Background: an optimization exercise with open tools, aiming at small area, a short achievable clock period and few clock cycles per item. Do not read the settings as production practice. Only simulation tests tie the RTL to the original design; equivalence was not proved. Power and IR drop assume default switching activity.

<file path="flow/run.sh">
#!/bin/bash
# Standard layout, with the port buffers made from buf_4 cells instead of
# the smallest buffer, so that the port paths are not held back by them.
# Each tool's output goes to its own log in this folder.
set -o pipefail
cp standard.sh standard_sh_copy.log
cp config.mk config_mk_copy.log
export BUFFER_PORTS_ARGS="-buffer_cell sky130_fd_sc_hd__buf_4"
bash standard.sh > standard.log 2>&1
</file>
<file path="standard.sh">
#!/bin/bash
# synth_recipe.tcl (not shown) runs the flow's synth.tcl, then flattens the netlist and writes it again
# the make line also repeats each setting of config.mk as NAME=value (left out here)
make -C /OpenROAD-flow-scripts/flow DESIGN_CONFIG=/design/flow/config.mk WORK_HOME=/design/flow/orfs CLKGATE_MAP_FILE= SYNTH_SCRIPT=/design/flow/synth_recipe.tcl "${@:-finish}"
</file>
<file path="config.mk">
export PLATFORM = sky130hd
export DESIGN_NAME = byte_string_sorter
export DESIGN_NICKNAME = byte_string_sorter
export VERILOG_FILES = /design/flow/design.v
export SDC_FILE = /design/flow/constraint.sdc
export NUM_CORES = 4
export LEC_CHECK = 0
export CAP_MARGIN = 20
export CORE_MARGIN = 2
export CORE_UTILIZATION = 60
export SETUP_SLACK_MARGIN = 1.8
export SLEW_MARGIN = 20
</file>
<file path="constraint.sdc">
create_clock -name core_clock -period 4.2 [get_ports {clk}]
set_input_delay 0.8400 -clock core_clock [delete_from_list [all_inputs] [get_ports {clk}]]
set_output_delay 0.8400 -clock core_clock [all_outputs]
set_load 0.01 [all_outputs]
</file>
<file path="design.v">
package bss_pkg;
    localparam int MAX_LEN_DEFAULT = 64;
    localparam int CHAR_W          = 8;
    localparam int MAX_STR         = 4;
    function automatic logic [CHAR_W-1:0] bss_key(input logic [CHAR_W-1:0] c);
        bss_key = c ^ 8'h80;
    endfunction
    function automatic logic bss_key_gt(input logic [CHAR_W-1:0] a,
                                        input logic [CHAR_W-1:0] b);
        logic [7:0] g1, e1;
        logic [3:0] g2, e2;
        logic [1:0] g3, e3;
        g1 = a & ~b;
        e1 = a | ~b;
        for (int k = 0; k < 4; k++)
        begin
            g2[k] = g1[2*k+1] | (e1[2*k+1] & g1[2*k]);
            e2[k] = e1[2*k+1] & e1[2*k];
        end
        for (int k = 0; k < 2; k++)
        begin
            g3[k] = g2[2*k+1] | (e2[2*k+1] & g2[2*k]);
            e3[k] = e2[2*k+1] & e2[2*k];
        end
        bss_key_gt = g3[1] | (e3[1] & g3[0]);
    endfunction
    typedef struct packed {
        logic [7:0] hi_gt;   
        logic [8:0] hi_eq;   
        logic [7:0] lo_ge;   
    } bss_pos_t;
    localparam logic [24:0] BSS_POS_ZERO = {8'hFE, 9'h001, 8'hFF};
    function automatic bss_pos_t bss_pos_inc(input bss_pos_t p);
        bss_pos_t q;
        q = p;
        if (!p.lo_ge[6])
        begin
            q.lo_ge = 8'hFF;
            q.hi_eq = {p.hi_eq[7:0], 1'b0};
            q.hi_gt = p.hi_gt & ~q.hi_eq[7:0];
        end
        else
        begin
            q.lo_ge = {p.lo_ge[6:0], 1'b0};
        end
        bss_pos_inc = q;
    endfunction
    function automatic bss_pos_t bss_pos_dec(input bss_pos_t p);
        bss_pos_t q;
        q = p;
        if (p.lo_ge[0])
        begin
            q.lo_ge = 8'h80;
            q.hi_eq = {1'b0, p.hi_eq[8:1]};
            q.hi_gt = p.hi_gt | p.hi_eq[7:0];
        end
        else
        begin
            q.lo_ge = {1'b1, p.lo_ge[7:1]};
        end
        bss_pos_dec = q;
    endfunction
endpackage
module bss_ctrl #(
    parameter int W = 10
) (
    input  logic         clk,
    input  logic         rst_n,
    input  logic         push,
    input  logic [W-1:0] push_data,
    output logic         can_push,
    output logic         has2_next,
    output logic         out_valid,
    input  logic         out_ready,
    output logic [W-1:0] out_data
);
    logic         has1_reg;    
    logic         has2_reg;    
    logic [W-1:0] head_reg;
    logic [W-1:0] next_reg;
    logic         take;
    assign out_valid = has1_reg;
    assign out_data  = head_reg;
    assign can_push  = !has2_reg;
    assign take      = has1_reg && out_ready;
    assign has2_next = (has2_reg && !out_ready) || (has1_reg && !out_ready && push);
    always_ff @(posedge clk or negedge rst_n)
    begin
        if (!rst_n)
        begin
            has1_reg <= 1'b0;
            has2_reg <= 1'b0;
        end
        else
        begin
            has1_reg <= has2_reg || push || (has1_reg && !out_ready);
            has2_reg <= has2_next;
        end
    end
    always_ff @(posedge clk)
    begin
        if (has2_reg)
        begin
            if (take)
                head_reg <= next_reg;
        end
        else if (!has1_reg || take)
        begin
            head_reg <= push_data;
        end
        if (!has2_reg)
            next_reg <= push_data;
    end
endmodule
module bss_datapath #(
    parameter int MAX_LEN = bss_pkg::MAX_LEN_DEFAULT
) (
    input  logic                       clk,
    input  logic                       desc,      
    input  logic                       m_ins,     
    input  logic                       m_pop,     
    input  logic                       m_both,    
    input  logic                       m_none,    
    input  logic                       b_load,    
    input  logic [bss_pkg::CHAR_W-1:0] key_a,
    input  logic [bss_pkg::CHAR_W-1:0] key_b,
    input  bss_pkg::bss_pos_t          count,
    input  bss_pkg::bss_pos_t          base,
    output logic [bss_pkg::CHAR_W-1:0] key_head
);
    localparam int KW = bss_pkg::CHAR_W;
    logic [KW-1:0] cell_reg [MAX_LEN];
    logic [MAX_LEN-1:0] cmp_reg;
    logic [MAX_LEN+1:0] cmp_src;
    logic [MAX_LEN+1:0] gt;
    logic               b_gt_a;
    assign b_gt_a = bss_pkg::bss_key_gt(key_b, key_a) ^ desc;
    assign gt[0]              = 1'b0;
    assign gt[MAX_LEN+1]      = 1'b1;
    assign cmp_src[0]         = 1'b0;
    assign cmp_src[MAX_LEN+1] = 1'b0;
    for (genvar i = 0; i < MAX_LEN; i++)
    begin : g_cell
        localparam logic [KW-1:0] POL = (i % 2 == 1) ? {KW{1'b1}} : '0;
        logic [KW-1:0] key;
        logic [KW-1:0] up_val;
        logic [KW-1:0] down_val;
        logic [KW-1:0] new_val;
        logic ge_base, ge_count;
        logic gt_prev, gt_here, gt_next;
        logic src_prev, src_here, src_next;
        logic sel_up, sel_key, sel_down, hold;
        assign key = cell_reg[i] ^ POL;
        assign ge_base  = base.hi_gt[i / 8] || (base.hi_eq[i / 8] && base.lo_ge[i % 8]);
        assign ge_count = count.hi_gt[i / 8] || (count.hi_eq[i / 8] && count.lo_ge[i % 8]);
        assign cmp_src[i+1] = b_load ? (bss_pkg::bss_key_gt(key, key_a) ^ desc) : cmp_reg[i];
        assign gt[i+1]      = ge_base && (ge_count || cmp_reg[i]);
        assign gt_prev  = gt[i];
        assign gt_here  = gt[i+1];
        assign gt_next  = gt[i+2];
        assign src_prev = cmp_src[i];
        assign src_here = cmp_src[i+1];
        assign src_next = cmp_src[i+2];
        if (i == 0)
        begin : g_first
            assign up_val = '0;
        end
        else
        begin : g_rest
            assign up_val = cell_reg[i-1];
        end
        if (i == MAX_LEN - 1)
        begin : g_top
            assign down_val = '0;
        end
        else
        begin : g_mid
            assign down_val = cell_reg[i+1];
        end
        assign new_val = key_b ^ ~POL;
        assign sel_up   = m_ins && gt_prev;
        assign sel_key  = (m_ins && gt_here && !gt_prev) || (m_both && gt_next && !gt_here);
        assign sel_down = m_pop || (m_both && !gt_next);
        assign hold     = m_none || (m_ins && !gt_here) || (m_both && gt_here);
        always_ff @(posedge clk)
        begin
            cell_reg[i] <= ~(({KW{sel_up}} & up_val) | ({KW{sel_key}} & new_val) |
                             ({KW{sel_down}} & down_val) | ({KW{hold}} & ~cell_reg[i]));
        end
        always_ff @(posedge clk)
        begin
            cmp_reg[i] <= (sel_up && src_prev) || (sel_key && b_gt_a) ||
                          (sel_down && src_next) || (hold && src_here);
        end
    end
    assign key_head = cell_reg[0];
endmodule
module byte_string_sorter #(
    parameter int MAX_LEN = bss_pkg::MAX_LEN_DEFAULT
) (
    input  logic                       clk,
    input  logic                       rst_n,
    input  logic                       in_valid,
    output logic                       in_ready,
    input  logic [bss_pkg::CHAR_W-1:0] in_char,
    input  logic                       in_is_last,
    output logic                       out_valid,
    input  logic                       out_ready,
    output logic [bss_pkg::CHAR_W-1:0] out_char,
    output logic                       out_end_of_string,
    output logic                       out_overflow,
    input  logic                       cfg_we,
    input  logic                       cfg_wdata
);
    localparam int CW = $clog2(MAX_LEN + 1);
    localparam int NS = bss_pkg::MAX_STR;
    localparam int SW = $clog2(NS + 1);
    localparam int KW = bss_pkg::CHAR_W;
    logic desc_reg;
    always_ff @(posedge clk or negedge rst_n)
    begin
        if (!rst_n)
            desc_reg <= 1'b0;
        else if (cfg_we)
            desc_reg <= cfg_wdata;
    end
    logic ins_reg, drop_reg, pop_reg, rdy_reg;
    logic m_ins_reg, m_pop_reg, m_both_reg, m_none_reg;
    logic          bv_reg;
    logic [KW-1:0] b_reg;
    logic          bl_reg;
    logic [KW-1:0] key_in;
    logic          accept, consume;
    logic          bv_next, bl_next;
    assign in_ready = rdy_reg;
    assign key_in   = bss_pkg::bss_key(in_char);
    assign accept   = in_valid && rdy_reg;
    assign consume  = ins_reg || drop_reg;
    assign bv_next  = accept || (bv_reg && !consume);
    assign bl_next  = accept ? in_is_last : bl_reg;
    always_ff @(posedge clk)
    begin
        if (accept)
        begin
            b_reg  <= key_in;
            bl_reg <= in_is_last;
        end
    end
    logic [CW-1:0] cur_reg;
    logic          cur_full_reg;
    logic          cur_ovf_reg;
    logic [NS-1:0] nstr_reg;
    logic          head_last_reg;
    logic [CW-1:0] len_reg [NS];
    logic          lovf_reg [NS];
    logic complete, shift_str;
    logic [CW-1:0] done_len;
    logic          done_ovf;
    logic [NS-1:0] nstr_next;
    logic [NS:0]   nstr_is;     
    logic          full_next, cur_full_next, head_last_next;
    bss_pkg::bss_pos_t count_pos_reg, base_pos_reg;
    bss_pkg::bss_pos_t count_pos_next, base_pos_next;
    logic              full, count_is_63;
    assign complete  = consume && bl_reg;
    assign count_pos_next = m_ins_reg ? bss_pkg::bss_pos_inc(count_pos_reg) :
                            m_pop_reg ? bss_pkg::bss_pos_dec(count_pos_reg) : count_pos_reg;
    assign base_pos_next  = complete ? count_pos_next :
                            pop_reg  ? bss_pkg::bss_pos_dec(base_pos_reg) : base_pos_reg;
    assign full           = count_pos_reg.hi_eq[8];
    assign count_is_63    = count_pos_reg.hi_eq[7] && !count_pos_reg.lo_ge[6];
    assign shift_str = pop_reg && head_last_reg;
    assign done_len  = cur_reg + CW'(ins_reg);
    assign done_ovf  = cur_ovf_reg || drop_reg;
    assign nstr_next = (complete && !shift_str) ? {nstr_reg[NS-2:0], 1'b1} :
                       (shift_str && !complete) ? {1'b0, nstr_reg[NS-1:1]} : nstr_reg;
    assign nstr_is   = {1'b0, nstr_reg} ^ {nstr_reg, 1'b1};
    assign full_next = (full && (ins_reg == pop_reg)) || (count_is_63 && m_ins_reg);
    assign cur_full_next = !complete &&
                           (cur_full_reg || ((cur_reg == CW'(MAX_LEN - 1)) && ins_reg));
    logic write_head;
    assign write_head = complete && (shift_str ? nstr_is[1] : nstr_is[0]);
    assign head_last_next = write_head ? (ins_reg ? (cur_reg == '0) : (cur_reg == CW'(1))) :
                            shift_str  ? (len_reg[1] == CW'(1)) :
                            pop_reg    ? (len_reg[0] == CW'(2)) : head_last_reg;
    logic has2_next;
    logic pop_next, str_room_next, ins_next, drop_next, gate_next;
    assign pop_next      = nstr_next[0] && !has2_next;
    assign str_room_next = !bl_next || !nstr_next[NS-1] || (pop_next && head_last_next);
    assign gate_next     = bv_next && str_room_next;
    assign ins_next      = gate_next && !cur_full_next && (!full_next || pop_next);
    assign drop_next     = gate_next && cur_full_next;
    always_ff @(posedge clk or negedge rst_n)
    begin
        if (!rst_n)
        begin
            rdy_reg       <= 1'b0;
            m_ins_reg     <= 1'b0;
            m_pop_reg     <= 1'b0;
            m_both_reg    <= 1'b0;
            m_none_reg    <= 1'b1;
            ins_reg       <= 1'b0;
            drop_reg      <= 1'b0;
            pop_reg       <= 1'b0;
            bv_reg        <= 1'b0;
            count_pos_reg <= bss_pkg::BSS_POS_ZERO;
            base_pos_reg  <= bss_pkg::BSS_POS_ZERO;
            cur_reg       <= '0;
            cur_full_reg  <= 1'b0;
            cur_ovf_reg   <= 1'b0;
            nstr_reg      <= '0;
            head_last_reg <= 1'b0;
        end
        else
        begin
            ins_reg       <= ins_next;
            drop_reg      <= drop_next;
            pop_reg       <= pop_next;
            rdy_reg       <= !bv_next || ins_next || drop_next;
            m_ins_reg     <= ins_next && !pop_next;
            m_pop_reg     <= pop_next && !ins_next;
            m_both_reg    <= ins_next && pop_next;
            m_none_reg    <= !ins_next && !pop_next;
            bv_reg        <= bv_next;
            count_pos_reg <= count_pos_next;
            base_pos_reg  <= base_pos_next;
            cur_full_reg  <= cur_full_next;
            if (complete)
            begin
                cur_reg     <= '0;
                cur_ovf_reg <= 1'b0;
            end
            else
            begin
                cur_reg     <= done_len;
                cur_ovf_reg <= done_ovf;
            end
            nstr_reg      <= nstr_next;
            head_last_reg <= head_last_next;
        end
    end
    for (genvar k = 0; k < NS; k++)
    begin : g_str
        logic write_here;
        assign write_here = complete && (shift_str ? nstr_is[k+1] : nstr_is[k]);
        always_ff @(posedge clk)
        begin
            if (write_here)
            begin
                len_reg[k]  <= done_len;
                lovf_reg[k] <= done_ovf;
            end
            else if (shift_str)
            begin
                if (k < NS - 1)
                begin
                    len_reg[k]  <= len_reg[(k < NS - 1) ? k + 1 : k];
                    lovf_reg[k] <= lovf_reg[(k < NS - 1) ? k + 1 : k];
                end
            end
            else if (k == 0 && pop_reg)
            begin
                len_reg[k] <= len_reg[k] - CW'(1);
            end
        end
    end
    logic [KW-1:0] key_head;
    bss_datapath u_datapath (
        .clk      (clk),
        .desc     (desc_reg),
        .m_ins    (m_ins_reg),
        .m_pop    (m_pop_reg),
        .m_both   (m_both_reg),
        .m_none   (m_none_reg),
        .b_load   (accept),
        .key_a    (key_in),
        .key_b    (b_reg),
        .count    (count_pos_reg),
        .base     (base_pos_reg),
        .key_head (key_head)
    );
    logic can_push_unused;
    bss_ctrl #(
        .W (KW + 2)
    ) u_res (
        .clk       (clk),
        .rst_n     (rst_n),
        .push      (pop_reg),
        .push_data ({lovf_reg[0], head_last_reg, bss_pkg::bss_key(key_head)}),
        .can_push  (can_push_unused),
        .has2_next (has2_next),
        .out_valid (out_valid),
        .out_ready (out_ready),
        .out_data  ({out_overflow, out_end_of_string, out_char})
    );
endmodule
</file>
==> impl_results.md, run 1 <==
- Min setup slack post-route: 1.60 ns
- M2 GR Usage: 66.1%
- Area Growth Syn to Fin: 15.0%
- GRT overflow: 0
- Worst Path Required: 4.74 ns
- Start of the worst register-to-register path: b_reg[0]
- Vias/cell: 7.71
- Clock Skew: 0.0187 ns
- Slew headroom: 23.9%
- WL per Instance: 29.1 um
- Post-Syn Instances: 5154
- Synth Net Count: 5173
- Sequential area share after synthesis: 35.3%
- Total of max-cap violations: 0
- Die width: 273 um
- Post-synthesis async set-or-reset flop share: 10.7%
- CTS tree: done
- Nets: 4997
- Hold crit path type: input pin to async pin
- Final Max Slew Viols: 0
- Cts bufs inserted: 80
- Actual slew at the worst max-slew pin: 1.14 ns
- WHS: 0.309 ns
- Clk Latency, worst-skew pair: 0.66 ns
- Number of synthesized register bits: 713
- Leak: 18.7 nW
- Crit path launch type: flop
- Clock transition at path regs: 0.06 ns
- Number of global-route vias before repair: 42300
- Critical-path top delay cell: edfxtp_1
- Largest register FFs: 512
- Final critical-path required period: 2.60 ns
- Met3 usage: 11.0%
- Status: finished clean
- Crit path kind: flop to flop
- Final Hold Fails: 0
- Initial core utilization: 60.6%
- Fin crit share: 61.9%
- Ys flop type: dfxtp_1
- CP Launch Point: b_reg[0]
- Unrepaired setup endpoints after global routing: true
- # hold bufs at CTS: 0
- DRT Pass-1 Iters: 14
- Setup TNS: 0 ns
- Met1 Track Usage GR: 60.0%
- FILL cells: 5691
- Starting DRT DRC Count: 8233
- Routed Antenna Nets: 0
- Clock buffer depth: 3
- Crit path largest cell delay: 0.40 ns
- CP endpoint kind: flop
- Root buffer selected by CTS: clkbuf_16
- Number of flops mapped to enable cells by yosys: 60
- Yosys warnings: 6
- Finish-stage setup viols: 0
- Largest net degree at the start of global routing: 102
- Placer congestion estimate: 0.945
- DRC: 0
- Final HPWL DP: 108 mm
- Crit Path Max Fanout: 5
- First-pass GRT wire length: 261 mm
- Final Util: 69.7%
- Die Area: 74400 sq um
- Clock sinks: 713
- Routed via count: 46200
- Syn_area_per_cell: 8.41 sq um
- WP data arrival: 3.14 ns
- Total GRT Usage: 44.5%
- Yosys cell types: 94
- Design Power: 49.2 mW
- Global routing's busiest layer: met2
- Post-Syn Area: 43300 sq um
- H-Tree Depth: 3
- Core area: 71500 sq um
- Crit path cell chain: buf_12 > nor3b_4 > o22ai_2 > maj3_2 > a211oi_4 > buf_6 > xnor2_4 > buf_6 > buf_12 > buf_4 > o221ai_1 > a311o_1
- Achievable Freq: 0.385 GHz
- Worst VDD drop: 562 uV
- IO Port Bufs: 26
- Setup WS pre-CTS: 0.532 ns
- IO Count: 27
- Row cnt: 98
- Die height: 273 um
- DRT Wirelength: 175 mm
- Multi-input logic area: 27000 sq um
- PwrDens: 989 nW/um^2
- Fraction of layout cells with a size suffix above 1: 20.2%
- Antenna violations before repair: 4
- Register area: 15400 sq um
==> synthesized netlist by cell type (74+ instances only) <==
cell type | count | area (sq um)
a222oi_1 | 238 | 2380
nor2_1 | 416 | 1560
a21o_1 | 74 | 556
clkbuf_1 | 313 | 1170
a22oi_1 | 289 | 2170
o21a_1 | 242 | 1820
o21ai_0 | 227 | 1140
dfxtp_1 | 577 | 11600
a211oi_1 | 100 | 751
a21oi_1 | 282 | 1410
buf_1 | 109 | 409
nand3_1 | 97 | 485
nand2_1 | 376 | 1410
a31oi_1 | 131 | 820
inv_1 | 162 | 608
o221a_2 | 245 | 2760
==> stage by stage <==
stage	std cells	area, sq um
global route	5994	49800
global placement	5757	44100
floorplan	5154	43600
finish	5998	49800
CTS	5977	48800
detailed placement	5757	44100
==> layer usage <==
metal / wire (um) / vias up
li1: - / 20000
met1: 67200 / 22100
met2: 74300 / 3458
met3: 23500 / 685
met4: 9740 / 4
met5: 25 / -
==> timing repair <==
item / in CTS / in global routing
buffers inserted: 58 / 11
pin swaps: 47 / 65
hold endpoints to repair: 0 / 0
gates resized for setup: 259 / 173
endpoints found under the setup margin: 505 / 416
cloned: 14 / 6
==> layout make-up <==
cell class	instances	area share [%]
clock buffer	115	4.71
sequential	713	30.9
timing repair buffer	227	5.74
inverter	170	1.41
antenna	4	0.0201
clock inverter	33	0.741
multi-input combinational	3786	54.1
tap	950	2.39
==> worst paths after layout <==
check                                         end  slack [ns]  cells past startpoint
min reg2reg                     u_res.next_reg[9]        0.48                      0
max in group asynchronous       count_pos_reg[19]        2.98                      2
max reg2reg                u_datapath.cmp_reg[12]        1.60                     12
min                                   nstr_reg[2]        0.31                      1
min in group core_clock                  desc_reg        0.38                      2
max                        u_datapath.cmp_reg[12]        1.60                     12
==> logic make-up (layout without fill, tap and decap cells) <==
family | Yosys count | in the layout | synth area share, %
AOI/OAI and AO/OA | 2312 | 2312 | 40.9
and+or+nand+nor | 1319 | 1319 | 14.3
DFF | 713 | 713 | 35.3
buffers and inverters | 655 | 545 | 5.97
muxes | 56 | 56 | 1.34
xor gates and xnor gates | 53 | 53 | 1.07
adders and majority gates | 46 | 46 | 1.11
other | 0 | 4 | 0
==> worst max-delay path, delay by kind of cell (launching register included) <==
family / cells / cell delay, ns
XOR/XNOR: 1 / 0.16
buffers and inverters: 5 / 0.68
flip-flops: 1 / 0.40
AO/OA/AOI/OAI: 4 / 0.70
AND/OR/NAND/NOR: 1 / 0.21
adder cells (fa/ha/maj): 1 / 0.34
==> placed cells by master, fill, tap and decap left out, types with 38 or more instances in the layout <==
cell,n
edfxtp_1,60
nand2_1,370
inv_1,156
a31oi_1,104
o221a_2,245
o21a_1,242
nor2b_1,68
nand3_1,96
a21oi_1,263
a222oi_1,238
o22ai_1,56
o211ai_1,54
and3_1,51
buf_4,131
nor3_1,48
dfxtp_1,575
a22oi_1,283
a211oi_1,96
a21o_1,71
or2_2,57
dfrtp_1,38
o31ai_1,48
o21ai_0,197
nor2_1,360
nor2_2,50
nand2b_1,66
clkbuf_16,89
xnor2_1,40
==> power breakdown <==
part / internal (mW) / switching [mW]
sequential: 10.8 / 5.93
combinational: 11.5 / 13.6
clock: 4.28 / 3.11
Testbench counts, summed over its fixed seeds: cycles 13,872, bytes 12,838.
==> run 2, diff against run 1 <==
--- a/config.mk
+++ b/config.mk
@@ -9,4 +9,6 @@
 export CORE_MARGIN = 2
 export CORE_UTILIZATION = 60
+export CTS_BUF_LIST = sky130_fd_sc_hd__clkbuf_8
+export CTS_CLUSTER_SIZE = 24
 export SETUP_SLACK_MARGIN = 1.8
 export SLEW_MARGIN = 20
==> run 2 against run 1 <==
Cell area fell by 2.0%. Sequential share of layout area rose by 0.62 points. Critical path depth rose by 1. Wire length fell by 2.7%.
==> impl_results.md, run 2 <==
- Status: finished clean
- Synth cell count leaders: 577 x dfxtp_1, 416 x nor2_1, 376 x nand2_1, 313 x clkbuf_1, 289 x a22oi_1
- Slew headroom: 25.4% (+1.5 points)
- Number of flops mapped to enable cells by yosys: 60 (unchanged)
- Most frequent cells in the layout: 575 x dfxtp_1, 376 x nor2_1, 368 x nand2_1
- Actual slew at the worst max-slew pin: 1.12 ns (-0.0228 ns)
- IO Port Bufs: 26 (unchanged)
- Final Max Slew Viols: 0 (unchanged)
- Post-synthesis async set-or-reset flop share: 10.7% (unchanged)
- DRT Pass-1 Iters: 11 (-3)
- CP endpoint kind: flop
- Largest register FFs: 512 (unchanged)
- Most frequent CP cell: buf_12
- WP buf/inv: 5 (unchanged)
- IO Count: 27 (unchanged)
- Final critical-path required period: 2.53 ns (-0.0717 ns)
- DRC: 0 (unchanged)
- Synth top area share: 26.7% (unchanged)
- Critical-path top delay cell: edfxtp_1
- Hold crit path type: input pin to async pin
- First-pass GRT wire length: 256 mm (-1.9%)
- Placed insts: 5757 (unchanged)
- H-Tree Depth: 3 (unchanged)
- Syn_area_per_cell: 8.41 sq um (unchanged)
- Unrepaired setup endpoints after global routing: true
- Crit path launch type: flop
- Final HPWL DP: 108 mm (unchanged)
- Root buffer selected by CTS: clkbuf_8
- Post-Syn Instances: 5154 (unchanged)
- Clock transition at path regs: 0.07 ns (about the same)
- Die width: 273 um (unchanged)
- WP data arrival: 3.18 ns (+0.04 ns)
- Number of synthesized register bits: 713 (unchanged)
- Routed Antenna Nets: 0 (unchanged)
- Cts bufs inserted: 120 (+50%)
- Sequential area share after synthesis: 35.3% (unchanged)
- Commonest non-fill, non-tap cell in the layout: dfxtp_1
- Clk Latency, worst-skew pair: 0.81 ns (+0.15 ns)
- # hold bufs at CTS: 0 (unchanged)
- Crit path kind: flop to flop
- Leak: 18.5 nW (-1.1%)
- Die Area: 74400 sq um (unchanged)
- Nets: 5026 (+0.58%)
- Vias/cell: 7.61 (-1.2%)
- Routed via count: 46100 (-0.17%)
- Synth Net Count: 5173 (unchanged)
- Finished Layout Cells: 6060 (+1.0%)
- Ys flop type: dfxtp_1
- Core area: 71500 sq um (unchanged)
- Die height: 273 um (unchanged)
- Setup TNS: 0 ns (unchanged)
- Crit Path Max Fanout: 6 (+1)
- Yosys cell types: 94 (unchanged)
- PwrDens: 981 nW/um^2 (-0.73%)
- Yosys warnings: 6 (unchanged)
- Crit path cell chain: buf_12 > nor3b_4 > o22ai_2 > maj3_2 > a211oi_4 > buf_6 > xnor2_4 > buf_12 > buf_12 > buf_12 > o21ai_2 > a21oi_1 > o311ai_1
- Area contributors post-synth: dfxtp_1 27%, o221a_2 6.4%, a222oi_1 5.5%, a22oi_1 5.0%, o21a_1 4.2%
- Total GRT Usage: 43.4% (-1.1 points)
- Worst VDD drop: 519 uV (-7.7%)
- Post-Syn Area: 43300 sq um (unchanged)
- Design Power: 47.9 mW (-2.7%)
- Most numerous cell in the Yosys netlist: dfxtp_1
- Worst path top cell family by delay: buffers and inverters
- Number of global-route vias before repair: 42200 (-0.23%)
- DRT Wirelength: 170 mm (-2.7%)
- GRT overflow: 0 (unchanged)
- Final Hold Fails: 0 (unchanged)
- Leading area contributor after synthesis: dfxtp_1
- Clock buffer depth: 3 (unchanged)
- Initial core utilization: 60.6% (unchanged)
- Clock Skew: 0.0352 ns (+0.0165 ns)
- WL per Instance: 28.1 um (-3.7%)
- Worst Path Required: 4.85 ns (+0.11 ns)
- R2R Setup Slk: 1.67 ns (+0.07 ns)
- Dpl cell area: 44100 sq um (unchanged)
- Finish-stage setup viols: 0 (unchanged)
- Achievable Freq: 0.396 GHz (+2.8%)
- CTS tree: done
- Placer congestion estimate: 0.945 (unchanged)
- Total of max-cap violations: 0 (unchanged)
- Antenna violations before repair: 6 (+2)
- Starting DRT DRC Count: 7793 (-5.3%)
- Cell area after layout: 48800 sq um (-2.0%)
- Fin crit share: 60.2% (-1.7 points)
- Crit path largest cell delay: 0.40 ns (about the same)
- Largest net degree at the start of global routing: 102 (unchanged)
- Clock sinks: 713 (unchanged)
- Row cnt: 98 (unchanged)
- Area Growth Syn to Fin: 12.7%
- Fraction of layout cells with a size suffix above 1: 19.7% (-0.54 points)
## run 2: report_power, final
part           internal, mW  switching (mW)  leakage, nW
Sequential             10.8            5.89         6.30
Clock                  3.28            3.10         1.39
Combinational          11.5            13.4         10.8
Total                  25.6            22.4         18.5
## run 2: path summary, 6_finish.rpt
path,start,to,cells after the start
worst max-delay path,b_reg[0],u_datapath.cmp_reg[28],13
worst min-delay path,rst_n,nstr_reg[2],1
worst max register to register,b_reg[0],u_datapath.cmp_reg[28],13
worst min register to register,lovf_reg[0],u_res.next_reg[9],0
max in group asynchronous,rst_n,count_pos_reg[19],2
min in group core_clock,cfg_we,desc_reg,2
## run 2: cell families after synthesis
| logic type | Yosys count | synth area share [%] |
|---|---|---|
| AO/OA/AOI/OAI | 2312 | 40.9 |
| AND/OR/NAND/NOR | 1319 | 14.3 |
| flip-flops | 713 | 35.3 |
| buffers and inverters | 655 | 5.97 |
| multiplexers | 56 | 1.34 |
| XOR/XNOR | 53 | 1.07 |
| adder cells (fa/ha/maj) | 46 | 1.11 |
## run 2: final cells by class
| cell class | count | area, sq um |
|---|---|---|
| Fill cell | 5877 | 22700 |
| Antenna cell | 5 | 12.5 |
| Tap cell | 950 | 1190 |
| Inverter | 170 | 681 |
| Sequential cell | 713 | 15400 |
| Timing Repair Buffer | 216 | 2430 |
| Clock inverter | 83 | 503 |
| Clock buffer | 137 | 1890 |
| Multi-Input combinational cell | 3786 | 26800 |
## run 2: layer usage
metal | vias up | share of wire, % | track usage (%)
li1 | 20000 | - | -
met4 | 6 | 5.2 | 20.6
met2 | 3382 | 42 | 64.6
met3 | 642 | 13 | 10.6
met1 | 22100 | 39 | 59.1
met5 | - | 0.027 | 0
## run 2: what timing repair did
| action | in CTS | in global routing |
|---|---|---|
| cloned | 4 | 5 |
| endpoints found under the setup margin | 492 | 332 |
| endpoints found under the hold margin | 0 | 0 |
| buffers inserted | 60 | 9 |
| pin swaps | 35 | 43 |
| resized for setup | 208 | 143 |
## run 2: metrics by stage
stage	worst slack, ns	hold WS (ns)	util [%]
2_1_floorplan	1.31	0.422	-
3_3_place_gp	0.603	0.453	61.6
3_5_place_dp	0.532	0.460	61.6
4_1_cts	1.68	0.209	67.1
5_1_grt	1.57	0.227	68.3
6_report	1.67	0.182	68.3
==> run 3, diff against run 2 <==
--- a/config.mk
+++ b/config.mk
@@ -11,4 +11,4 @@
 export CTS_BUF_LIST = sky130_fd_sc_hd__clkbuf_8
 export CTS_CLUSTER_SIZE = 24
-export SETUP_SLACK_MARGIN = 1.8
+export SETUP_SLACK_MARGIN = 1.7
 export SLEW_MARGIN = 20
==> run 3 against run 2 <==
Critical path depth fell by 5. Worst hold slack worse by 0.051 ns. Sequential power hardly changed. Worst setup slack worse by 0.0043 ns. Sequential share of layout area up 0.53 points. Via count decreased by 0.46%. Clock skew decreased by 0.0058 ns. Cell area is 1.7% lower. Synthesized cell count is the same. Clock power shrank 3%. Critical endpoint is now u_datapath.cmp_reg[1].
==> impl_results.md, run 3 <==
- Status: finished clean
- Leading area contributor after synthesis: dfxtp_1
- Reg2reg path depth: 8 (-5)
- Slew headroom: 24.2% (-1.2 points)
- Synth Net Count: 5173 (unchanged)
- Number of flops mapped to enable cells by yosys: 60 (unchanged)
- WL per Instance: 27.8 um (-1.1%)
- Die width: 273 um (unchanged)
- Vias/cell: 7.60 (-0.11%)
- Number of synthesized register bits: 713 (unchanged)
- Sequential area share after synthesis: 35.3% (unchanged)
- WHS: 0.131 ns (-0.0512 ns)
- Crit Path Max Fanout: 10 (+4)
- Setup TNS: 0 ns (unchanged)
- CTS tree: done
- Hold crit path type: input pin to async pin
- Number of global-route vias before repair: 42100 (-0.35%)
- Final Max Slew Viols: 0 (unchanged)
- Largest register FFs: 512 (unchanged)
- Fin crit share: 60.3% (+0.10 points)
- Final HPWL DP: 108 mm (-0.19%)
- IO Port Bufs: 26 (unchanged)
- DRT Wirelength: 168 mm (-1.4%)
- Clock transition at path regs: 0.06 ns (about the same)
- Routed via count: 45900 (-0.46%)
- Routed Antenna Nets: 0 (unchanged)
- Die height: 273 um (unchanged)
- Post-Syn Instances: 5154 (unchanged)
- Actual slew at the worst max-slew pin: 1.14 ns (+0.0184 ns)
- Crit path cell chain: clkbuf_8 > a21oi_1 > or2_2 > a21o_4 > a22o_1 > a222oi_1 > and3_1 > o211ai_1
- Crit path largest cell delay: 0.70 ns (+0.30 ns)
- Clock buffer depth: 3 (unchanged)
- Synth cell count leaders: 577 x dfxtp_1, 416 x nor2_1, 376 x nand2_1, 313 x clkbuf_1, 289 x a22oi_1
- Achievable Freq: 0.395 GHz (-0.17%)
- Synth top area share: 26.7% (unchanged)
- Clk Latency, worst-skew pair: 0.80 ns (about the same)
- R2R Setup Slk: 1.67 ns (about the same)
- DRC: 0 (unchanged)
- FILL cells: 6079 (+3.4%)
- Post-Syn Area: 43300 sq um (unchanged)
- Total of max-cap violations: 0 (unchanged)
- Die Area: 74400 sq um (unchanged)
- H-Tree Depth: 3 (unchanged)
- Post-synthesis async set-or-reset flop share: 10.7% (unchanged)
- GRT overflow: 0 (unchanged)
- Worst r2r dst: u_datapath.cmp_reg[1]
- WP buf/inv: 1 (-4)
- Finished Layout Cells: 6039 (-0.35%)
- Row cnt: 98 (unchanged)
- Initial core utilization: 60.6% (unchanged)
- Final Hold Fails: 0 (unchanged)
- Syn_area_per_cell: 8.41 sq um (unchanged)
- WP data arrival: 3.19 ns (about the same)
- Design Power: 47.0 mW (-1.9%)
- Cts bufs inserted: 121 (+0.83%)
- Final critical-path required period: 2.53 ns (+0.00428 ns)
- Largest net degree at the start of global routing: 102 (unchanged)
- Worst VDD drop: 516 uV (-0.55%)
- IO Count: 27 (unchanged)
- Worst Path Required: 4.86 ns (about the same)
- First-pass GRT wire length: 251 mm (-1.8%)
- Fraction of layout cells with a size suffix above 1: 18.2% (-1.5 points)
- Start of the worst register-to-register path: base_pos_reg[2]
- Leak: 18.2 nW (-1.8%)
- Placed insts: 5746 (-0.19%)
- Root buffer selected by CTS: clkbuf_8
- Nets: 4996 (-0.60%)
- Most numerous cell in the Yosys netlist: dfxtp_1
- Min setup slack post-route: 1.67 ns (-0.00428 ns)
- Critical-path top delay cell: dfstp_4
- Crit path launch type: flop
- Yosys warnings: 6 (unchanged)
- Clock Skew: 0.0295 ns (-0.00578 ns)
- Unrepaired setup endpoints after global routing: true
- Worst path top cell family by delay: compound AO/OA/AOI/OAI gates
- Starting DRT DRC Count: 7563 (-3.0%)
- Setup WS pre-CTS: 0.518 ns (-0.0137 ns)
- CP endpoint kind: flop
- Area contributors post-synth: dfxtp_1 27%, o221a_2 6.4%, a222oi_1 5.5%, a22oi_1 5.0%, o21a_1 4.2%
- Most frequent cells in the layout: 574 x dfxtp_1, 388 x nor2_1, 372 x nand2_1
- Antenna violations before repair: 5 (-1)
- Ys flop type: dfxtp_1
- Total GRT Usage: 42.5% (-0.90 points)
- Core area: 71500 sq um (unchanged)
- Yosys cell types: 94 (unchanged)
- Clock sinks: 713 (unchanged)
- # hold bufs at CTS: 0 (unchanged)
- DRT Pass-1 Iters: 12 (+1)
- PwrDens: 980 nW/um^2 (-0.14%)
- Area Growth Syn to Fin: 10.8%
- Placer congestion estimate: 0.929 (-1.6%)
- Crit path kind: flop to flop
- Commonest non-fill, non-tap cell in the layout: dfxtp_1
- Finish-stage setup viols: 0 (unchanged)
run 3: changes by cell type in the layout (fill, tap and decap cells not counted), sizes merged:
cell,previous run,this run
clkinv,31,37
clkbuf,143,144
bufinv,5,2
bufbuf,3,0
inv,214,222
diode,5,4
buf,207,178
run 3: logic make-up (layout without fill, tap and decap cells):
group,Yosys count,in the layout,share of synthesized area (%)
AO/OA/AOI/OAI,2312,2312,40.9
XOR/XNOR,53,53,1.07
adder cells (fa/ha/maj),46,46,1.11
buffers and inverters,655,586,5.97
flip-flops,713,713,35.3
multiplexers,56,56,1.34
other,0,4,0
AND/OR/NAND/NOR,1319,1319,14.3
run 3: area by class of cell:
cell class / instances / area [sq um] / share of cell area, %
repair buffers: 185 / 1960 / 4.07
clock inverters: 94 / 475 / 0.991
clock buffers: 137 / 1890 / 3.93
multi-input cells: 3786 / 26400 / 55.1
flip-flops and latches: 713 / 15400 / 32.0
inverters: 170 / 669 / 1.39
well taps: 950 / 1190 / 2.48
diodes: 4 / 10.0 / 0.0209
run 3: per-layer routing:
layer | wire (um) | GRT usage (%) | up-vias
met4 | 9340 | 23.3 | 4
li1 | - | - | 20000
met1 | 66100 | 57.7 | 22000
met2 | 70500 | 62.2 | 3283
met5 | 64 | 0 | -
met3 | 21500 | 10.2 | 654
run 3: worst max-delay path by stage:
| stage | slack [ns] | depth (start not counted) | start | endpoint |
|---|---|---|---|---|
| after global placement | 0.53 | 9 | in_char[1] | u_datapath.cmp_reg[49] |
| after detailed placement | 0.52 | 9 | in_char[1] | u_datapath.cmp_reg[49] |
| after floorplan | 1.31 | 11 | in_char[0] | u_datapath.cmp_reg[18] |
| final | 1.67 | 8 | base_pos_reg[2] | u_datapath.cmp_reg[1] |
| after global routing | 1.59 | 9 | b_reg[0] | u_datapath.cmp_reg[31] |
| after CTS | 1.58 | 6 | base_pos_reg[1] | u_datapath.cmp_reg[26] |
run 3: stage by stage:
stage / utilization (%) / area (sq um)
floorplan: - / 43600
global placement: 61.4 / 43900
detailed placement: 61.4 / 43900
CTS: 65.4 / 46700
global route: 67.1 / 48000
finish: 67.1 / 48000
run 3: power by group:
group | internal, mW | switching (mW)
clock | 3.11 | 3.10
combinational | 11.2 | 13.0
sequential | 10.8 | 5.88
run 3: repair_timing:
item | in CTS | in global routing
hold endpoints to repair | 0 | 0
endpoints found under the setup margin | 307 | 311
resized for setup | 75 | 179
cloned | 0 | 5
pin swaps | 4 | 30
setup buffers | 10 | 43
==> run 4, diff against run 3 <==
--- a/config.mk
+++ b/config.mk
@@ -11,4 +11,4 @@
 export CTS_BUF_LIST = sky130_fd_sc_hd__clkbuf_8
 export CTS_CLUSTER_SIZE = 24
-export SETUP_SLACK_MARGIN = 1.7
+export SETUP_SLACK_MARGIN = 1.6
 export SLEW_MARGIN = 20
==> run 4 against run 3 <==
Largest cell class unchanged. Utilization decreased by 0.29 points. Highest routed layer unchanged. Still clean on timing, DRC and antenna. Critical path depth decreased by 3. Critical endpoint is now u_datapath.cell_reg[11][1]. Combinational power decreased by 2%.
==> impl_results.md, run 4 <==
- Status: finished clean
- Clk Latency, worst-skew pair: 0.81 ns (about the same)
- WP buf/inv: 1 (unchanged)
- Unrepaired setup endpoints after global routing: true
- Crit Path Max Fanout: 41 (+31)
- Commonest non-fill, non-tap cell in the layout: dfxtp_1
- Die height: 273 um (unchanged)
- Placer congestion estimate: 0.956 (+2.8%)
- Vias/cell: 7.55 (-0.74%)
- Die Area: 74400 sq um (unchanged)
- Leak: 18.1 nW (-0.42%)
- Number of flops mapped to enable cells by yosys: 60 (unchanged)
- Crit path launch type: flop
- Dpl cell area: 44000 sq um (about the same)
- Reg2reg path depth: 5 (-3)
- Routed via count: 45400 (-1.1%)
- Cell area after layout: 47800 sq um (-0.43%)
- Most frequent cells in the layout: 574 x dfxtp_1, 400 x nor2_1, 374 x nand2_1
- Number of synthesized register bits: 713 (unchanged)
- Setup TNS: 0 ns (unchanged)
- Hold crit path type: input pin to async pin
- Area Growth Syn to Fin: 10.3%
- Die width: 273 um (unchanged)
- Yosys cell types: 94 (unchanged)
- Crit path largest cell delay: 0.75 ns (+0.05 ns)
- Start of the worst register-to-register path: m_ins_reg
- Critical-path top delay cell: dfrtp_4
- First-pass GRT wire length: 250 mm (-0.42%)
- Sequential fraction of design power: 35.4% (about the same)
- PwrDens: 982 nW/um^2 (+0.18%)
- Root buffer selected by CTS: clkbuf_8
- Crit path cell chain: buf_6 > nand2_1 > o21ai_1 > a222oi_1 > o21a_1
- Post-Syn Instances: 5154 (unchanged)
- Core area: 71500 sq um (unchanged)
- Worst r2r dst: u_datapath.cell_reg[11][1]
- IO Count: 27 (unchanged)
- Cts bufs inserted: 120 (-0.83%)
- WL per Instance: 27.4 um (-1.2%)
- Clock buffer depth: 3 (unchanged)
- Global routing's busiest layer: met2
- Number of global-route vias before repair: 42200 (+0.31%)
- Final critical-path required period: 2.58 ns (+0.0459 ns)
- Switching share of power: 46.2% (-0.48 points)
- Leading area contributor after synthesis: dfxtp_1
- Post-Syn Area: 43300 sq um (unchanged)
- Internal Power: 25.2 mW (+0.64%)
- Total GRT Usage: 42.4% (-0.13 points)
- Row cnt: 98 (unchanged)
- Largest net degree at the start of global routing: 96 (-5.9%)
- Setup WS pre-CTS: 0.709 ns (+0.191 ns)
- Fraction of layout cells with a size suffix above 1: 17.4% (-0.72 points)
- Clock Skew: 0.0369 ns (+0.00744 ns)
- Sequential area share after synthesis: 35.3% (unchanged)
- CTS tree: done
- Total of max-cap violations: 0 (unchanged)
- Final Hold Fails: 0 (unchanged)
- Worst VDD drop: 474 uV (-8.2%)
- IO Port Bufs: 26 (unchanged)
- Largest register FFs: 512 (unchanged)
- Worst path top cell family by delay: compound AO/OA/AOI/OAI gates
- # hold bufs at CTS: 0 (unchanged)
- Most numerous cell in the Yosys netlist: dfxtp_1
- H-Tree Depth: 3 (unchanged)
- Achievable Freq: 0.388 GHz (-1.8%)
- Routed Antenna Nets: 0 (unchanged)
- Synth Net Count: 5173 (unchanged)
- Syn_area_per_cell: 8.41 sq um (unchanged)
- Switch Pwr: 21.7 mW (-1.3%)
- CP endpoint kind: flop
- Yosys warnings: 6 (unchanged)
- Actual slew at the worst max-slew pin: 1.17 ns (+0.0372 ns)
- DRC: 0 (unchanged)
- Finish-stage setup viols: 0 (unchanged)
- Post-synthesis async set-or-reset flop share: 10.7% (unchanged)
- R2R Setup Slk: 1.62 ns (-0.05 ns)
- Met3 usage: 8.78% (-1.4 points)
- Met1 Track Usage GR: 56.9% (-0.78 points)
- Nets: 4978 (-0.36%)
- Initial core utilization: 60.6% (unchanged)
- M2 GR Usage: 64.6% (+2.4 points)
- Min setup slack post-route: 1.62 ns (-0.0459 ns)
- Clock share of power: 14.3% (+1.1 points)
- Area contributors post-synth: dfxtp_1 27%, o221a_2 6.4%, a222oi_1 5.5%, a22oi_1 5.0%, o21a_1 4.2%
- WP data arrival: 3.28 ns (+0.09 ns)
- Starting DRT DRC Count: 7544 (-0.25%)
- Slew headroom: 21.7% (-2.5 points)
- Clock sinks: 713 (unchanged)
- Final HPWL DP: 106 mm (-2.2%)
- Final Max Slew Viols: 0 (unchanged)
- DRT Wirelength: 165 mm (-1.5%)
- GRT overflow: 0 (unchanged)
- Crit path kind: flop to flop
- Fin crit share: 61.4% (+1.1 points)
- Worst Path Required: 4.90 ns (+0.04 ns)
- Antenna violations before repair: 3 (-2)
- DRT Pass-1 Iters: 13 (+1)
- Synth cell count leaders: 577 x dfxtp_1, 416 x nor2_1, 376 x nand2_1, 313 x clkbuf_1, 289 x a22oi_1
- Comb power frac: 50.4% (-0.9 points)
- Ys flop type: dfxtp_1
- Clock transition at path regs: 0.07 ns (about the same)
- Synth top area share: 26.7% (unchanged)
run 4: cell type report:
type | count | area (sq um)
clock inverter | 76 | 464
clock buffer | 153 | 2110
sequential | 713 | 15400
tap | 950 | 1190
antenna | 3 | 7.51
inverter | 170 | 658
fill | 6034 | 23700
timing repair buffer | 167 | 1740
multi-input combinational | 3787 | 26300
run 4: worst max-delay path by stage:
stage | from | slack [ns] | endpoint | depth (start not counted)
floorplan | in_char[0] | 1.31 | u_datapath.cmp_reg[18] | 11
global placement | in_char[4] | 0.64 | u_datapath.cmp_reg[24] | 10
detailed placement | in_char[0] | 0.71 | u_datapath.cmp_reg[42] | 11
CTS | count_pos_reg[3] | 1.46 | u_datapath.cmp_reg[52] | 8
global route | count_pos_reg[0] | 1.55 | u_datapath.cmp_reg[48] | 8
finish | m_ins_reg | 1.62 | u_datapath.cell_reg[11][1] | 5
run 4: per-layer routing:
metal / vias to the layer above / wire, um / share of wire [%]
met5: - / 67 / 0.041
met4: 4 / 8550 / 5.2
met3: 567 / 19700 / 12
met2: 2971 / 71400 / 43
met1: 22000 / 65300 / 40
li1: 19900 / - / -
run 4: repair_timing:
item                       in CTS  in global routing
gates resized for setup        43                130
cloned                          2                  4
setup endpoints to repair      85                242
pin swaps                       5                 40
setup buffers                   7                 31
run 4: power groups by stage:
stage | clock network [mW] | logic [mW] | registers [mW]
detailed placement | 0 | 22.3 | 16.3
finish | 6.69 | 23.6 | 16.6
global placement | 0 | 21.8 | 16.3
floorplan | 0 | 18.9 | 13.5
CTS | 6.69 | 22.5 | 16.2
global route | 6.98 | 25.8 | 16.8
run 4: kinds of logic (layout without fill, tap and decap cells):
group | Yosys count | count (layout) | synth area share [%]
adder cells (fa/ha/maj) | 46 | 46 | 1.11
flip-flops | 713 | 713 | 35.3
AO/OA/AOI/OAI | 2312 | 2312 | 40.9
AND/OR/NAND/NOR | 1319 | 1320 | 14.3
other | 0 | 3 | 0
multiplexers | 56 | 56 | 1.34
buffers and inverters | 655 | 566 | 5.97
XOR/XNOR | 53 | 53 | 1.07
run 4: through the flow:
stage | instances | hold WS [ns] | total power [mW] | util, %
after floorplan | 5154 | 0.422 | 32.3 | -
after global placement | 5743 | 0.462 | 38.1 | 61.5
after detailed placement | 5743 | 0.476 | 38.5 | 61.5
after CTS | 5981 | 0.144 | 45.4 | 65.5
after global routing | 6019 | 0.173 | 49.6 | 66.9
final | 6019 | 0.129 | 46.9 | 66.9
==> run 5, diff against run 4 <==
--- a/config.mk
+++ b/config.mk
@@ -9,6 +9,6 @@
 export CORE_MARGIN = 2
 export CORE_UTILIZATION = 60
-export CTS_BUF_LIST = sky130_fd_sc_hd__clkbuf_8
+export CTS_BUF_LIST = sky130_fd_sc_hd__clkbuf_4
 export CTS_CLUSTER_SIZE = 24
-export SETUP_SLACK_MARGIN = 1.6
+export SETUP_SLACK_MARGIN = 1.8
 export SLEW_MARGIN = 20
==> run 5 against run 4 <==
Combinational power is 6% higher. Cell area is 2.6% higher. Register-to-register slack lost 0.02 ns. Clock power down 3.4%. Sequential share of layout area fell by 0.77 points. Critical path depth rose by 7. Sequential cell count unchanged. Critical path type unchanged. Worst setup slack lost 0.020 ns. Critical endpoint is now u_datapath.cmp_reg[1].
==> impl_results.md, run 5 <==
- Final Util: 68.6% (+1.7 points)
- Leak: 18.6 nW (+2.8%)
- Post-Syn Area: 43300 sq um (unchanged)
- Clock Skew: 0.0888 ns (+0.0520 ns)
- Post-Syn Instances: 5154 (unchanged)
- Yosys cell types: 94 (unchanged)
- CP endpoint kind: flop
- First-pass GRT wire length: 258 mm (+3.2%)
- Largest net degree at the start of global routing: 102 (+6.3%)
- Worst Path Required: 5.19 ns (+0.29 ns)
- Crit path launch type: flop
- GRT overflow: 0 (unchanged)
- Reg2reg path depth: 12 (+7)
- Unrepaired setup endpoints after global routing: true
- Initial core utilization: 60.6% (unchanged)
- Vias/cell: 7.52 (-0.41%)
- Die width: 273 um (unchanged)
- Total GRT Usage: 43.9% (+1.5 points)
- DRT Pass-1 Iters: 14 (+1)
- Row cnt: 98 (unchanged)
- Routed via count: 46500 (+2.4%)
- Clk Latency, worst-skew pair: 1.14 ns (+0.33 ns)
- Setup TNS: 0 ns (unchanged)
- Synth top area share: 26.7% (unchanged)
- Final Max Slew Viols: 0 (unchanged)
- Leading area contributor after synthesis: dfxtp_1
- Cts bufs inserted: 193 (+61%)
- Clock transition at path regs: 0.08 ns (about the same)
- Antenna violations before repair: 7 (+4)
- Most frequent cells in the layout: 573 x dfxtp_1, 378 x nor2_1, 371 x nand2_1
- Hold crit path type: input pin to flop
- Number of synthesized register bits: 713 (unchanged)
- Root buffer selected by CTS: clkbuf_4
- Placer congestion estimate: 0.945 (-1.2%)
- PwrDens: 983 nW/um^2 (about the same)
- Final HPWL DP: 108 mm (+2.4%)
- Number of global-route vias before repair: 43100 (+2.1%)
- Synth Net Count: 5173 (unchanged)
- Starting DRT DRC Count: 7740 (+2.6%)
- Status: finished clean
- DRT Wirelength: 170 mm (+3.3%)
- Yosys warnings: 6 (unchanged)
- Final critical-path required period: 2.60 ns (+0.0198 ns)
- Die Area: 74400 sq um (unchanged)
- Crit path kind: flop to flop
- Area Growth Syn to Fin: 13.2%
- Routed Antenna Nets: 0 (unchanged)
- WP data arrival: 3.59 ns (+0.31 ns)
- Largest register FFs: 512 (unchanged)
- Achievable Freq: 0.385 GHz (-0.76%)
- Total of max-cap violations: 0 (unchanged)
- Worst VDD drop: 468 uV (-1.3%)
- Ys flop type: dfxtp_1
- Crit Path Max Fanout: 19 (-54%)
- WHS: 0.180 ns (+0.0509 ns)
- Actual slew at the worst max-slew pin: 1.13 ns (-0.0475 ns)
- Most numerous cell in the Yosys netlist: dfxtp_1
- IO Count: 27 (unchanged)
- Nets: 5103 (+2.5%)
- H-Tree Depth: 4 (+1)
- Slew headroom: 24.9% (+3.2 points)
- DRC: 0 (unchanged)
- Finish-stage setup viols: 0 (unchanged)
- Clock buffer depth: 3 (unchanged)
- Final Hold Fails: 0 (unchanged)
- WL per Instance: 27.5 um (+0.42%)
- Synth cell count leaders: 577 x dfxtp_1, 416 x nor2_1, 376 x nand2_1, 313 x clkbuf_1, 289 x a22oi_1
- Sequential area share after synthesis: 35.3% (unchanged)
- CTS tree: done
- IO Port Bufs: 26 (unchanged)
- Die height: 273 um (unchanged)
- Area contributors post-synth: dfxtp_1 27%, o221a_2 6.4%, a222oi_1 5.5%, a22oi_1 5.0%, o21a_1 4.2%
- Fin crit share: 61.8% (+0.47 points)
- Hold-critical path depth: 1
- Syn_area_per_cell: 8.41 sq um (unchanged)
- Number of flops mapped to enable cells by yosys: 60 (unchanged)
- Post-synthesis async set-or-reset flop share: 10.7% (unchanged)
- Fraction of layout cells with a size suffix above 1: 21.9% (+4.5 points)
- Commonest non-fill, non-tap cell in the layout: dfxtp_1
- Clock sinks: 713 (unchanged)
- Core area: 71500 sq um (unchanged)
-- run 5: path summary, 6_finish.rpt --
path,from,to,slack [ns]
max,b_reg[5],u_datapath.cmp_reg[1],1.60
min,in_char[1],b_reg[1],0.18
max reg2reg,b_reg[5],u_datapath.cmp_reg[1],1.60
min reg2reg,lovf_reg[0],u_res.next_reg[9],0.46
max in group asynchronous,rst_n,base_pos_reg[19],2.88
min in group asynchronous,rst_n,nstr_reg[2],0.40
-- run 5: layout make-up --
cell class                      count  area (sq um)
Tap cell                          950          1190
Multi-Input combinational cell   3786         26800
Inverter                          170           684
Clock buffer                      283          2120
Clock inverter                     59           359
Antenna cell                        8          20.0
Timing Repair Buffer              220          2430
Fill cell                        5909         22500
Sequential cell                   713         15400
-- run 5: critical path, cell delays in order, from the launching register on --
cell and delay, ns:
edfxtp_1 0.32, buf_4 0.31, inv_1 0.15, o22ai_2 0.22, a211oi_2 0.08, a211oi_4 0.26, buf_6 0.17, xnor2_4 0.12
buf_12 0.16, buf_16 0.13, a222oi_1 0.30, and3_1 0.20, o211ai_1 0.08
-- run 5: power breakdown --
part,switching (mW),internal (mW)
clock network,3.19,3.28
registers,5.85,10.8
logic,13.5,11.6
total,22.5,25.7
-- run 5: cell families after synthesis --
family	synth area share (%)
simple gates	14.3
fa+ha+maj	1.11
xor+xnor	1.07
compound gates	40.9
mux	1.34
flops	35.3
buf+inv	5.97
-- run 5: per-layer routing --
metal	wire length (um)	vias up	share of wire [%]	global-route usage [%]
li1	-	20300	-	-
met1	66300	22200	39	58.7
met2	72500	3404	43	64.8
met3	22600	652	13	11.9
met4	8930	8	5.2	22.5
met5	92	-	0.054	0.513
-- run 5: timing repair --
action,in CTS,in global routing
setup endpoints to repair,484,282
endpoints found under the hold margin,43,0
hold buffers,5,0
buffers inserted,51,18
gates cloned,7,1
pin swaps,32,45
resized for setup,171,174
-- run 5: per-stage QoR --
| stage | worst slack (ns) | cells | cell area [sq um] | total power [mW] |
|---|---|---|---|---|
| finish | 1.60 | 6189 | 49000 | 48.2 |
| global route | 1.53 | 6184 | 49000 | 50.8 |
| CTS | 1.64 | 6162 | 48000 | 46.3 |
| detailed placement | 0.532 | 5757 | 44100 | 38.7 |
| global placement | 0.603 | 5757 | 44100 | 38.3 |
| floorplan | 1.31 | 5154 | 43600 | 32.3 |

separate check: timing with driven ports:
The flow's constraints put no driver on any port. The routed layouts listed below were extracted and timed again, unchanged, in two steps.
Step 1: set_driving_cell puts a clkbuf_16 on clk and a buf_2 on each other input, an assumption about the parent block.
Step 2 moves the port delays by t, midway between the first and last clock arrival at a register: inputs arrive t later, outputs are due t later. That takes back most of the time a late clock gives input paths.
Three values: ideal, step 1, step 2; two values: the first two.
run | shift t [ns] | setup WS [ns] | worst setup path at the end | worst register clock-pin slew, ns | pins driven straight from the clock port
run 1 | 0.714 | 1.601 / 1.459 / 0.745 | input to register | 0.07 / 0.07 | 1
run 2 | 0.857 | 1.672 / 1.612 / 0.754 | input to register | 0.07 / 0.07 | 1
run 3 | 0.849 | 1.668 / 1.632 / 0.783 | input to register | 0.07 / 0.07 | 1
run 4 | 0.859 | 1.622 / 1.622 / 0.775 | input to register | 0.08 / 0.08 | 1
run 5 | 1.149 | 1.602 / 1.602 / 0.622 | input to register | 0.09 / 0.09 | 1
After both steps setup and hold are still met in every run listed. The setup slack of run 5, which loses most, moves by 0.000 ns with the drivers and by -0.980 ns with both steps.
